Context: an optimization exercise on an open-source flow, tuned for small area. The choices shown serve that exercise and are no tape-out recipe.
Function was checked by simulation only, so behaviour that the tests miss may differ from the original.
Power and IR drop assume default switching activity.

--- config.mk ---
export PLATFORM = sky130hd
export DESIGN_NAME = spi_flash_slave
export DESIGN_NICKNAME = spi_flash_slave
export VERILOG_FILES = /design/flow/design.v
export SDC_FILE = /design/flow/constraint.sdc
export NUM_CORES = 4
export LEC_CHECK = 0
export CAP_MARGIN = 20
export CORE_MARGIN = 2
export CORE_UTILIZATION = 35
export PLACE_DENSITY = 0.45
export SLEW_MARGIN = 20
--- constraint.sdc ---
create_clock -name core_clock -period 10.0 [get_ports {clk}]
set_input_delay 2.0000 -clock core_clock [delete_from_list [all_inputs] [get_ports {clk}]]
set_output_delay 2.0000 -clock core_clock [all_outputs]
set_load 0.01 [all_outputs]
--- design.v ---
module spi_flash_slave #(
    parameter int          P_MEM_DEPTH   = 256,
    parameter int          P_PROG_CYCLES = 64,
    parameter logic [23:0] P_JEDEC_ID    = 24'hEF4018
) (
    input  logic clk,
    input  logic rst,
    input  logic i_spi_cs,
    input  logic i_spi_clk,
    input  logic i_spi_mosi,
    output logic o_spi_miso,
    output logic o_busy,
    output logic o_wel
);
    localparam int AW           = $clog2(P_MEM_DEPTH);
    localparam int ERASE_CYCLES = (P_PROG_CYCLES > P_MEM_DEPTH) ? P_PROG_CYCLES : P_MEM_DEPTH;
    localparam int CW           = $clog2(ERASE_CYCLES + 1);
    localparam logic [CW-1:0] BUSY_ONE   = CW'(1);
    localparam logic [CW-1:0] BUSY_PROG  = CW'(P_PROG_CYCLES);
    localparam logic [CW-1:0] BUSY_ERASE = CW'(ERASE_CYCLES);
    localparam logic [AW-1:0] LAST_ADDR  = AW'(P_MEM_DEPTH - 1);
    localparam logic [7:0] OP_WREN  = 8'h06;
    localparam logic [7:0] OP_WRDI  = 8'h04;
    localparam logic [7:0] OP_RDSR  = 8'h05;
    localparam logic [7:0] OP_JEDEC = 8'h9F;
    localparam logic [7:0] OP_READ  = 8'h03;
    localparam logic [7:0] OP_PP    = 8'h02;
    localparam logic [7:0] OP_CE    = 8'hC7;
    typedef enum logic [2:0] {
        ST_IDLE,
        ST_CMD,
        ST_ADDR,
        ST_DATA_OUT,
        ST_DATA_IN,
        ST_WAIT_CS,
        ST_IGNORE
    } state_t;
    state_t state_r, next_state_s;
    logic [2:0]    cs_sync_r, sclk_sync_r;
    logic [1:0]    mosi_sync_r;
    logic [4:0]    bit_cnt_r;
    logic [7:0]    shift_r, opcode_r, tx_r;
    logic [2:0]    tx_cnt_r;
    logic [1:0]    id_idx_r;
    logic [23:0]   addr_r;
    logic          prog_any_r, miso_r, busy_r, wel_r, erase_active_r;
    logic [CW-1:0] busy_cnt_r;
    logic [AW-1:0] erase_addr_r;
    logic [7:0]    mem_r [P_MEM_DEPTH];
    logic          cs_s, cs_fall_s, sclk_rise_s, sclk_fall_s, mosi_s, prog_we_s;
    logic [7:0]    shift_full_s, status_s, out_src_s;
    logic [23:0]   addr_full_s;
    function automatic logic [7:0] id_byte(input logic [1:0] idx);
        logic [7:0] b;
        case (idx)
            2'd0:    b = P_JEDEC_ID[23:16];
            2'd1:    b = P_JEDEC_ID[15:8];
            2'd2:    b = P_JEDEC_ID[7:0];
            default: b = 8'h00;
        endcase
        id_byte = b;
    endfunction
    function automatic state_t decode_op(input logic [7:0] op, input logic busy, input logic wel);
        state_t st;
        if (busy && (op != OP_RDSR)) begin
            st = ST_IGNORE;
        end else begin
            case (op)
                OP_WREN, OP_WRDI, OP_CE: st = ST_WAIT_CS;
                OP_RDSR, OP_JEDEC:       st = ST_DATA_OUT;
                OP_READ:                 st = ST_ADDR;
                OP_PP:                   st = wel ? ST_ADDR : ST_IGNORE;
                default:                 st = ST_IGNORE;
            endcase
        end
        decode_op = st;
    endfunction
    assign cs_s         = cs_sync_r[1];
    assign cs_fall_s    = cs_sync_r[2] & ~cs_sync_r[1];
    assign sclk_rise_s  = ~sclk_sync_r[2] & sclk_sync_r[1];
    assign sclk_fall_s  = sclk_sync_r[2] & ~sclk_sync_r[1];
    assign mosi_s       = mosi_sync_r[1];
    assign shift_full_s = {shift_r[6:0], mosi_s};
    assign addr_full_s  = {addr_r[22:0], mosi_s};
    assign status_s     = {6'b000000, wel_r, busy_r};
    assign prog_we_s    = (state_r == ST_DATA_IN) && !cs_s && sclk_rise_s && (bit_cnt_r[2:0] == 3'd7);
    always_comb begin
        out_src_s = 8'hFF;
        case (opcode_r)
            OP_RDSR:  out_src_s = status_s;
            OP_JEDEC: out_src_s = id_byte(id_idx_r);
            OP_READ:  out_src_s = mem_r[addr_r[AW-1:0]];
            default:  out_src_s = 8'hFF;
        endcase
    end
    always_comb begin
        next_state_s = state_r;
        case (state_r)
            ST_IDLE: begin
                if (cs_fall_s) next_state_s = ST_CMD;
                else           next_state_s = ST_IDLE;
            end
            ST_CMD: begin
                if (cs_s)                                       next_state_s = ST_IDLE;
                else if (sclk_rise_s && (bit_cnt_r == 5'd7))    next_state_s = decode_op(shift_full_s, busy_r, wel_r);
                else                                            next_state_s = ST_CMD;
            end
            ST_ADDR: begin
                if (cs_s)                                       next_state_s = ST_IDLE;
                else if (sclk_rise_s && (bit_cnt_r == 5'd23))   next_state_s = (opcode_r == OP_READ) ? ST_DATA_OUT : ST_DATA_IN;
                else                                            next_state_s = ST_ADDR;
            end
            ST_DATA_OUT, ST_DATA_IN, ST_WAIT_CS, ST_IGNORE: begin
                if (cs_s) next_state_s = ST_IDLE;
                else      next_state_s = state_r;
            end
            default: next_state_s = ST_IDLE;
        endcase
    end
    always_ff @(posedge clk or negedge rst) begin
        if (!rst) state_r <= ST_IDLE;
        else      state_r <= next_state_s;
    end
    always_ff @(posedge clk or negedge rst) begin
        if (!rst) begin
            cs_sync_r      <= 3'b111;
            sclk_sync_r    <= 3'b000;
            mosi_sync_r    <= 2'b00;
            bit_cnt_r      <= 5'd0;
            shift_r        <= 8'h00;
            opcode_r       <= 8'h00;
            tx_r           <= 8'hFF;
            tx_cnt_r       <= 3'd0;
            id_idx_r       <= 2'd0;
            addr_r         <= 24'h000000;
            prog_any_r     <= 1'b0;
            miso_r         <= 1'b1;
            busy_r         <= 1'b0;
            wel_r          <= 1'b0;
            busy_cnt_r     <= '0;
            erase_active_r <= 1'b0;
            erase_addr_r   <= '0;
        end else begin
            cs_sync_r   <= {cs_sync_r[1:0], i_spi_cs};
            sclk_sync_r <= {sclk_sync_r[1:0], i_spi_clk};
            mosi_sync_r <= {mosi_sync_r[0], i_spi_mosi};
            if (busy_r) begin
                if (busy_cnt_r == BUSY_ONE) begin
                    busy_r     <= 1'b0;
                    busy_cnt_r <= '0;
                end else begin
                    busy_cnt_r <= busy_cnt_r - BUSY_ONE;
                end
            end
            if (erase_active_r) begin
                erase_addr_r <= erase_addr_r + AW'(1);
                if (erase_addr_r == LAST_ADDR) erase_active_r <= 1'b0;
            end
            if ((state_r != ST_IDLE) && cs_s) begin
                miso_r    <= 1'b1;
                bit_cnt_r <= 5'd0;
                if (state_r == ST_WAIT_CS) begin
                    case (opcode_r)
                        OP_WREN: wel_r <= 1'b1;
                        OP_WRDI: wel_r <= 1'b0;
                        OP_CE: begin
                            if (wel_r && !busy_r) begin
                                busy_r         <= 1'b1;
                                busy_cnt_r     <= BUSY_ERASE;
                                wel_r          <= 1'b0;
                                erase_active_r <= 1'b1;
                                erase_addr_r   <= '0;
                            end
                        end
                        default: ;
                    endcase
                end else if ((state_r == ST_DATA_IN) && prog_any_r) begin
                    busy_r     <= 1'b1;
                    busy_cnt_r <= BUSY_PROG;
                    wel_r      <= 1'b0;
                end
            end else begin
                case (state_r)
                    ST_IDLE: begin
                        if (cs_fall_s) begin
                            bit_cnt_r <= 5'd0;
                            miso_r    <= 1'b1;
                        end
                    end
                    ST_CMD: begin
                        if (sclk_rise_s) begin
                            shift_r <= shift_full_s;
                            if (bit_cnt_r == 5'd7) begin
                                opcode_r   <= shift_full_s;
                                bit_cnt_r  <= 5'd0;
                                prog_any_r <= 1'b0;
                                tx_cnt_r   <= 3'd0;
                                id_idx_r   <= 2'd1;
                                tx_r       <= (shift_full_s == OP_RDSR) ? status_s : id_byte(2'd0);
                            end else begin
                                bit_cnt_r <= bit_cnt_r + 5'd1;
                            end
                        end
                    end
                    ST_ADDR: begin
                        if (sclk_rise_s) begin
                            if (bit_cnt_r == 5'd23) begin
                                bit_cnt_r <= 5'd0;
                                tx_cnt_r  <= 3'd0;
                                if (opcode_r == OP_READ) begin
                                    tx_r   <= mem_r[addr_full_s[AW-1:0]];
                                    addr_r <= addr_full_s + 24'd1;
                                end else begin
                                    addr_r <= addr_full_s;
                                end
                            end else begin
                                addr_r    <= addr_full_s;
                                bit_cnt_r <= bit_cnt_r + 5'd1;
                            end
                        end
                    end
                    ST_DATA_OUT: begin
                        if (sclk_fall_s) begin
                            miso_r   <= tx_r[7];
                            tx_cnt_r <= tx_cnt_r + 3'd1;
                            if (tx_cnt_r == 3'd7) begin
                                tx_r   <= out_src_s;
                                addr_r <= addr_r + 24'd1;
                                if (id_idx_r != 2'd3) id_idx_r <= id_idx_r + 2'd1;
                            end else begin
                                tx_r <= {tx_r[6:0], 1'b0};
                            end
                        end
                    end
                    ST_DATA_IN: begin
                        if (sclk_rise_s) begin
                            shift_r <= shift_full_s;
                            if (bit_cnt_r[2:0] == 3'd7) begin
                                addr_r     <= {addr_r[23:8], addr_r[7:0] + 8'd1};
                                prog_any_r <= 1'b1;
                                bit_cnt_r  <= 5'd0;
                            end else begin
                                bit_cnt_r <= bit_cnt_r + 5'd1;
                            end
                        end
                    end
                    default: ;
                endcase
            end
        end
    end
    always_ff @(posedge clk) begin
        if (erase_active_r)  mem_r[erase_addr_r] <= 8'hFF;
        else if (prog_we_s)  mem_r[addr_r[AW-1:0]] <= mem_r[addr_r[AW-1:0]] & shift_full_s;
    end
    assign o_spi_miso = miso_r;
    assign o_busy     = busy_r;
    assign o_wel      = wel_r;
endmodule
--- run.sh ---
#!/bin/bash
# synth_recipe.tcl (not shown) runs the flow's synth.tcl, then flattens the netlist and writes it again
# the make line also repeats each setting of config.mk as NAME=value (left out here)
make -C /OpenROAD-flow-scripts/flow DESIGN_CONFIG=/design/flow/config.mk WORK_HOME=/design/flow/orfs CLKGATE_MAP_FILE= SYNTH_SCRIPT=/design/flow/synth_recipe.tcl finish
==> results.tsv <==
metric	value	unit
outcome	no timing/DRC/antenna violations	
vias per inst	6.35	
Die Span Y	541	microns
clk buf depth	4	
clock buffer count from CTS	242	
hold-critical path endpoint	sclk_sync_r[1]	
setup bufs post-CTS	0	
Avg Cell Area, Syn	17.5	sq um
R2R Path Start	addr_r[2]	
Slew @ Worst Pin	1.30	ns
Worst Setup End Kind	flip-flop	
initial antenna violation count	27	
Crit Path Max Fanout	88	
clock root buffer	clkbuf_16	
power per cell area	165	nW/um^2
top_reg_cell synth	edfxtp_1	
Final Core Density	39.5	%
fmax	150	MHz
Reg power frac	51.4	%
syn_nets	5807	
Detailed Route Iter0 Violations	8492	
fin. max-slew vios	0	
RSZ-0062 raised after global routing	no	
fraction of layout cells with a size suffix above 1	28.8	%
reg2reg path depth	10	
clock transition at the registers of the reported paths	0.06	ns
MaxCap Viol Count	0	
Setup violations, final	0	
count of input and output buffers	7	
combinational share of power	1.1	%
Crit Path Category	reg2reg	
R2R setup slack	3.32	ns
mapped cell area	101000	sq um
cell count after placement	9414	
HPWL Detailed	258000	microns
clock share of power	47.6	%
IO Pins	8	
VDD IR max	0.148	mV
EDFF count, synth	2048	
CTS tree	done	
Routed WL	398000	microns
sw frac	21.3	%
Cell variety after synth	92	
first-pass GRT wire length	536000	microns
Die Footprint	293000	sq um
register area share after synthesis	62.7	%
Post-route DRC	0	
Resized cells post-CTS	0	
gpl congestion	0.936	
Post-CTS Hold Fix Bufs	0	
Final Hold Fails	0	
TNS Setup	0	ns
Layout area overhead	12.5	%
P_sw	4.01	mW
Leak	40.0	nW
clock latency on the worst-skew pair	0.96	ns
largest net degree at the start of global routing	177	
Core Footprint	288000	sq um
Via Count	62807	
Die X	541	microns
GRT overflow	0	
Hold Crit Depth	0	
Clock Sink Count	2122	
register bit total from synthesis	2122	
drt wl/cell	40.2	microns
Critical Path AT	7.25	ns
Initial Util	35.1	%
# H-tree levels	4	
Syn. warnings	1	
Tot GR Track Use	26.7	%
Non-Filler Instances	9884	
Pint	14.8	mW
Power Total	18.8	mW
drt pass-1 iters	9	
Slew headroom	12.2	%
layout filler cell count	25910	
Tcrit/Tclk final	66.8	%
row cnt	197	
HP Class	reg2reg	
fin crit period	6.68	ns
startpoint types	flip-flop	
min-delay src	sclk_sync_r[0]	
Post-Synthesis Cells	5787	
Post-synth ARST share	3.49	%
reg2reg end	mem_r[252][3]	
vias in the first global route	60530	
Layout Nets	5904	
Req. time, crit path	10.57	ns
skew final	0.0893	ns
antenna-violating nets left	0	
-- logic make-up (layout without fill, tap and decap cells) --
kind of cell / Yosys count / after routing / share of synthesized area (%)
adders and majority gates: 15 / 15 / 0.186
other: 0 / 9 / 0
muxes: 1219 / 1219 / 23.8
and+or+nand+nor: 1126 / 1126 / 4.83
xor gates and xnor gates: 17 / 17 / 0.147
buffers and inverters: 487 / 794 / 3.18
AOI/OAI and AO/OA: 801 / 801 / 5.22
DFF: 2122 / 2122 / 62.7
-- metal layers --
metal | vias up | global-route usage, % | share of wire, %
li1 | 24354 | - | -
met1 | 34197 | 37.5 | 41
met2 | 3487 | 40.2 | 45
met3 | 753 | 5.58 | 9.2
met4 | 16 | 11.3 | 4.8
met5 | - | 0 | 0.023
-- flip-flops by register name (all words and copies together), names as in the netlist --
| name | cells |
|---|---|
| wel_r | 1 |
| busy_r | 1 |
| busy_cnt_r | 9 |
| miso_r | 1 |
| opcode_r | 8 |
| state_r | 3 |
| addr_r | 8 |
| shift_r | 7 |
| mosi_sync_r | 2 |
| tx_r | 8 |
| mem_r | 2048 |
| prog_any_r | 1 |
| erase_active_r | 1 |
| erase_addr_r | 8 |
| id_idx_r | 2 |
| tx_cnt_r | 3 |
| cs_sync_r | 3 |
| sclk_sync_r | 3 |
| bit_cnt_r | 5 |
-- synthesized netlist by cell type (21+ instances only) --
library cell / count / area, sq um
nor2b_1: 22 / 138
nor2_1: 541 / 2030
edfxtp_1: 2048 / 61500
a211oi_1: 31 / 233
dfrtp_1: 62 / 1550
inv_1: 29 / 109
o32ai_1: 35 / 307
nand2b_1: 23 / 144
a22oi_1: 69 / 518
nand4_1: 27 / 169
buf_4: 88 / 661
a31oi_1: 30 / 188
buf_2: 99 / 495
o21ai_0: 132 / 661
nand2_1: 282 / 1060
o211ai_1: 27 / 203
nor3_1: 77 / 385
mux4_2: 934 / 21000
o221ai_1: 21 / 184
o22ai_1: 99 / 619
mux2i_1: 242 / 2420
a21oi_1: 189 / 946
nor4_1: 24 / 150
buf_6: 65 / 732
clkbuf_1: 151 / 567
nand3_1: 56 / 280
mux2_2: 36 / 405
-- cells in the final DEF (no fill, tap or decap), drive strengths merged, types with 129 or more instances in the layout --
master and instances:
edfxtp 2048, mux4 940, clkinv 129, o21ai 149, a21oi 189, clkbuf 288
mux2i 242, nand2 282, buf 301, nor2 542
-- critical path, stage by stage, from the launching register on --
cell and delay, ns:
dfrtp_4 0.87, buf_4 0.60, nand2b_2 0.34, buf_4 0.45
o22ai_1 0.23, nor3_1 0.16, nor4_1 1.05, a21oi_1 0.27
nand4_1 0.45, a31o_4 0.72, buf_4 0.90
-- power by group through the flow --
stage	combinational, mW	clock, mW	sequential [mW]
floorplan	0.148	0	9.81
global placement	0.203	0	9.83
detailed placement	0.203	0	9.83
CTS	0.203	9.06	9.64
global route	0.215	9.39	9.64
finish	0.201	8.93	9.64
-- stage by stage --
step	instance area (sq um)	setup slack (ns)	hold slack [ns]
floorplan	101000	0.0459	0.331
global placement	106000	3.22	0.345
detailed placement	106000	3.29	0.337
CTS	114000	3.23	0.352
global route	114000	2.98	0.366
finish	114000	3.32	0.349
-- worst max-delay path by stage --
stage,startpoint,end,slack (ns),cells after the start
finish,addr_r[2],mem_r[252][3],3.32,10
global route,addr_r[0],mem_r[216][1],2.98,11
CTS,addr_r[0],mem_r[218][1],3.23,11
detailed placement,addr_r[0],mem_r[218][1],3.29,11
global placement,addr_r[2],mem_r[201][5],3.22,12
floorplan,addr_r[1],mem_r[0][2],0.05,11
-- layout make-up --
| class | count | area (sq um) | share of cell area (%) |
|---|---|---|---|
| inverter | 33 | 144 | 0.127 |
| clock buffer | 288 | 6230 | 5.48 |
| clock inverter | 166 | 1620 | 1.42 |
| antenna | 9 | 22.5 | 0.0198 |
| tap | 3781 | 4730 | 4.16 |
| timing repair buffer | 307 | 2680 | 2.35 |
| sequential | 2122 | 63400 | 55.8 |
| multi-input combinational | 3178 | 34900 | 30.7 |

-- separate check: timing with driven ports --
How much do the figures lean on ideal ports? The routed layout below was timed once more, with nothing changed but the port constraints.
Step 1 assumes that a clkbuf_16 drives the clock port and a buf_2 every other input.
Step 2 also shifts input and output timing later by t, the mid clock arrival at the registers, as if the neighbouring blocks saw the same clock.
Slacks: ideal ports / drivers / drivers and shift; pairs: ideal ports / drivers.
t (ns): 1.013
setup WS [ns]: 3.320 / 3.320 / 3.320
hold slack, ns: 0.349 / 0.349 / 0.349
cell pins on the clock port's net: 1
After both steps setup and hold are still met in this run. The setup slack of this run moves by 0.000 ns with the drivers and by 0.000 ns with both steps.
